What follows belongs to an exercise in optimizing a design on an open flow for a short achievable clock period and few clock cycles per item; a production flow would make more cautious choices.
Only simulation tests tie the RTL to the original design; equivalence was not proved.

==> run a <==
## keyed_score_table
module keyed_score_table (
    input  logic        clk,
    input  logic        rst_n,
    input  logic        in_valid,
    output logic        in_ready,
    input  logic [2:0]  in_op,
    input  logic [31:0] in_player_id,
    input  logic [31:0] in_score,
    output logic        out_valid,
    input  logic        out_ready,
    output logic [1:0]  out_status,
    output logic [31:0] out_id,
    output logic [31:0] out_score,
    output logic        out_last
);
export LEC_CHECK = 0
export ABC_CLOCK_PERIOD_IN_PS = 3000
export CAP_MARGIN = 20
export CELL_PAD_IN_SITES_DETAIL_PLACEMENT = 1
export CELL_PAD_IN_SITES_GLOBAL_PLACEMENT = 1
export CORE_MARGIN = 2
export CORE_UTILIZATION = 35
export PLACE_DENSITY = 0.5
export SETUP_SLACK_MARGIN = 5
export SLEW_MARGIN = 20
create_clock -name core_clock -period 10.0 [get_ports {clk}]
standard.sh (not shown) runs the stock make flow with config.mk's settings and CLKGATE_MAP_FILE= SYNTH_SCRIPT=/design/flow/synth_recipe.tcl, a recipe that flattens the netlist after the stock synthesis.
==> flow/flow/run.sh <==
#!/bin/bash
# Layout flow: the standard layout (standard.sh: the standard synthesis and the ORFS
# steps unchanged), with
#  - global routing layer capacities of its own (flow/fastroute.tcl) that move routes from
#    met1/met2 to the upper layers, so that detailed routing converges.
# The SDC (clock, I/O delays, loads) is the standard flow's. Each tool's output stays in orfs/logs/;
# make's own output goes to flow_make.log.
set -euo pipefail
MARGIN=6.5
TNS=100
FR="$(pwd)/flow/fastroute.tcl"
sed -E "s#\"\\\$\\{@:-finish\\}\"#SETUP_SLACK_MARGIN=${MARGIN} TNS_END_PERCENT=${TNS} FASTROUTE_TCL=${FR} \"\${@:-finish}\"#" standard.sh > standard_tight.sh
grep -q "SETUP_SLACK_MARGIN=${MARGIN} " standard_tight.sh
bash standard_tight.sh > flow_make.log 2>&1
==> flow/flow/fastroute.tcl <==
# Global routing layer capacities for this design: the platform's 0.2 on every layer left
# met1 and met2 crowded for the detailed router while met3-met5 stayed mostly free, so the
# lower layers are derated more and the upper ones carry more of the global routes.
set_global_routing_layer_adjustment met1 0.45
set_global_routing_layer_adjustment met2 0.35
set_global_routing_layer_adjustment met3-$::env(MAX_ROUTING_LAYER) 0.2

set_routing_layers -clock $::env(MIN_CLK_ROUTING_LAYER)-$::env(MAX_ROUTING_LAYER)
set_routing_layers -signal $::env(MIN_ROUTING_LAYER)-$::env(MAX_ROUTING_LAYER)
==> run b: changes against run a <==
--- a/flow/design.v
+++ b/flow/design.v
@@ -557,14 +557,17 @@
         .load_sum(sum_q),
         .out_v(dv_v), .out_q(dv_q), .out_tag(dv_t)
     );
     logic [D*RW-1:0]  slot;
     logic [D-1:0]     rdy;
     logic [D-1:0]     hsel;         
     logic [3:0]       emit;         
+    logic             pv;           
+    logic [66:0]      pd;
+    logic             o_take;       
     logic             ov;           
     logic             ovn;          
     logic [66:0]      od;           
     logic [66:0]      odn;          
     logic [66:0]      od_nx;
     logic             rd_fire, pop;
     logic             head_rdy;
@@ -591,15 +594,16 @@
         for (int b = 0; b < NS; b++)
             for (int k = 0; k < N; k++)
                 if (e1h[b*N + k])
                     sn_rec[b*64 +: 64] = sn_rec[b*64 +: 64]
                                        | {sn_id[(b*N + k)*32 +: 32], sn_sc[(b*N + k)*32 +: 32]};
         emit_d = {ST_OK, sn_rec[head_b*64 +: 64], head_last};
     end
-    assign rd_fire    = (ovn || out_ready) && head_rdy;
+    assign o_take     = ovn || out_ready;
+    assign rd_fire    = (!pv || o_take) && head_rdy;
     assign pop        = rd_fire && head_last;
     assign occ_nx     = wptr_nx - rptr;       
     assign emit_nx    = pop ? 4'd0 : rd_fire ? emit + 1'b1 : emit;
     always_ff @(posedge clk)
     begin : p_e1h
         logic [3:0] rk;
         for (int b = 0; b < NS; b++)
@@ -623,39 +627,44 @@
         if (!rst_n)
         begin
             wptr     <= '0;
             rptr     <= '0;
             hsel     <= D'(1);
             emit     <= '0;
             space_ok <= 1'b1;
+            pv       <= 1'b0;
             ovn      <= 1'b1;
         end
         else
         begin
             wptr <= wptr_nx;
             if (pop)
             begin
                 rptr <= rptr + 1'b1;
                 hsel <= {hsel[D-2:0], hsel[D-1]};
                 emit <= '0;
             end
             else if (rd_fire)
                 emit <= emit + 1'b1;
             space_ok <= occ_nx < PW'(D);
-            if (ovn || out_ready)
-                ovn <= !head_rdy;
+            if (!pv || o_take)
+                pv <= head_rdy;
+            if (o_take)
+                ovn <= !pv;
         end
     end
     assign od_nx = head_sort ? emit_d : head_d[66:0];
     always_ff @(posedge clk)
     begin
-        ov <= rst_n && ((ovn || out_ready) ? head_rdy : !ovn);
-        od <= rd_fire ? od_nx : ~odn;
         if (rd_fire)
-            odn <= ~od_nx;
+            pd <= od_nx;
+        ov <= rst_n && (o_take ? pv : !ovn);
+        od <= o_take ? pd : ~odn;
+        if (o_take)
+            odn <= ~pd;
     end
     always_ff @(posedge clk or negedge rst_n)
     begin
         if (!rst_n)
             rdy <= '0;
         else
         begin
CAP_MARGIN = 60   (was 20)
SLEW_MARGIN = 60   (was 20)
==> notes <==
- Of run a and run b, run a has the higher routed wire length (gap 6.3%, measured against run b).
- Of run a and run b, run b has the higher synthesized area (gap 0.74%, measured against run b).
- Of run b and run a, run a has the higher final cell count (gap 0.59%, measured against run a).
- Against run b, the utilization of run a is higher by 0.35 points.
- Run a finished but failed the layout checks on capacitance limit, slew limit. Run b went through all stages and came out clean.
- Against run b, the first-iteration DRC count of run a is higher by 8.7%.
- Against run a, the non-clock buffer count of run b is lower by 135.
- Cell area: run a is lower than run b (about 0.2%).
- Of run b and run a, run a has the higher via count (gap 2.8%, measured against run a).
Testbench counts of run a, summed over its fixed seeds: cycles 5,196, items 3,200.
Testbench counts of run b, summed over its fixed seeds: cycles 5,204, items 3,200.

## port drivers added, routing unchanged
In the flow no input, the clock included, has a driving cell. The finished layouts below were timed again as built, in two steps.
Step 1: set_driving_cell puts a clkbuf_16 on clk and a buf_2 on each other input, an assumption about the parent block.
Step 2 times the ports against the registers' clock, not the clock port: input delays grow and output delays shrink by t, the midpoint of the rising clock arrivals with the driver on.
a / b / c = no drivers / after step 1 / after step 2; a / b = the first two.
| run | t (ns) | setup WS [ns] | worst hold slack (ns) | worst slew at a driven data input, ns |
|---|---|---|---|---|
| run a | 1.309 | 5.747 / 5.747 / 5.019 | 0.387 / 0.387 / 0.387 | 0.13 |
| run b | 1.276 | 5.908 / 5.908 / 5.201 | 0.419 / 0.419 / 0.419 | 0.06 |
The setup slack of run a, which loses most, moves by 0.000 ns with the drivers and by -0.728 ns with both steps.
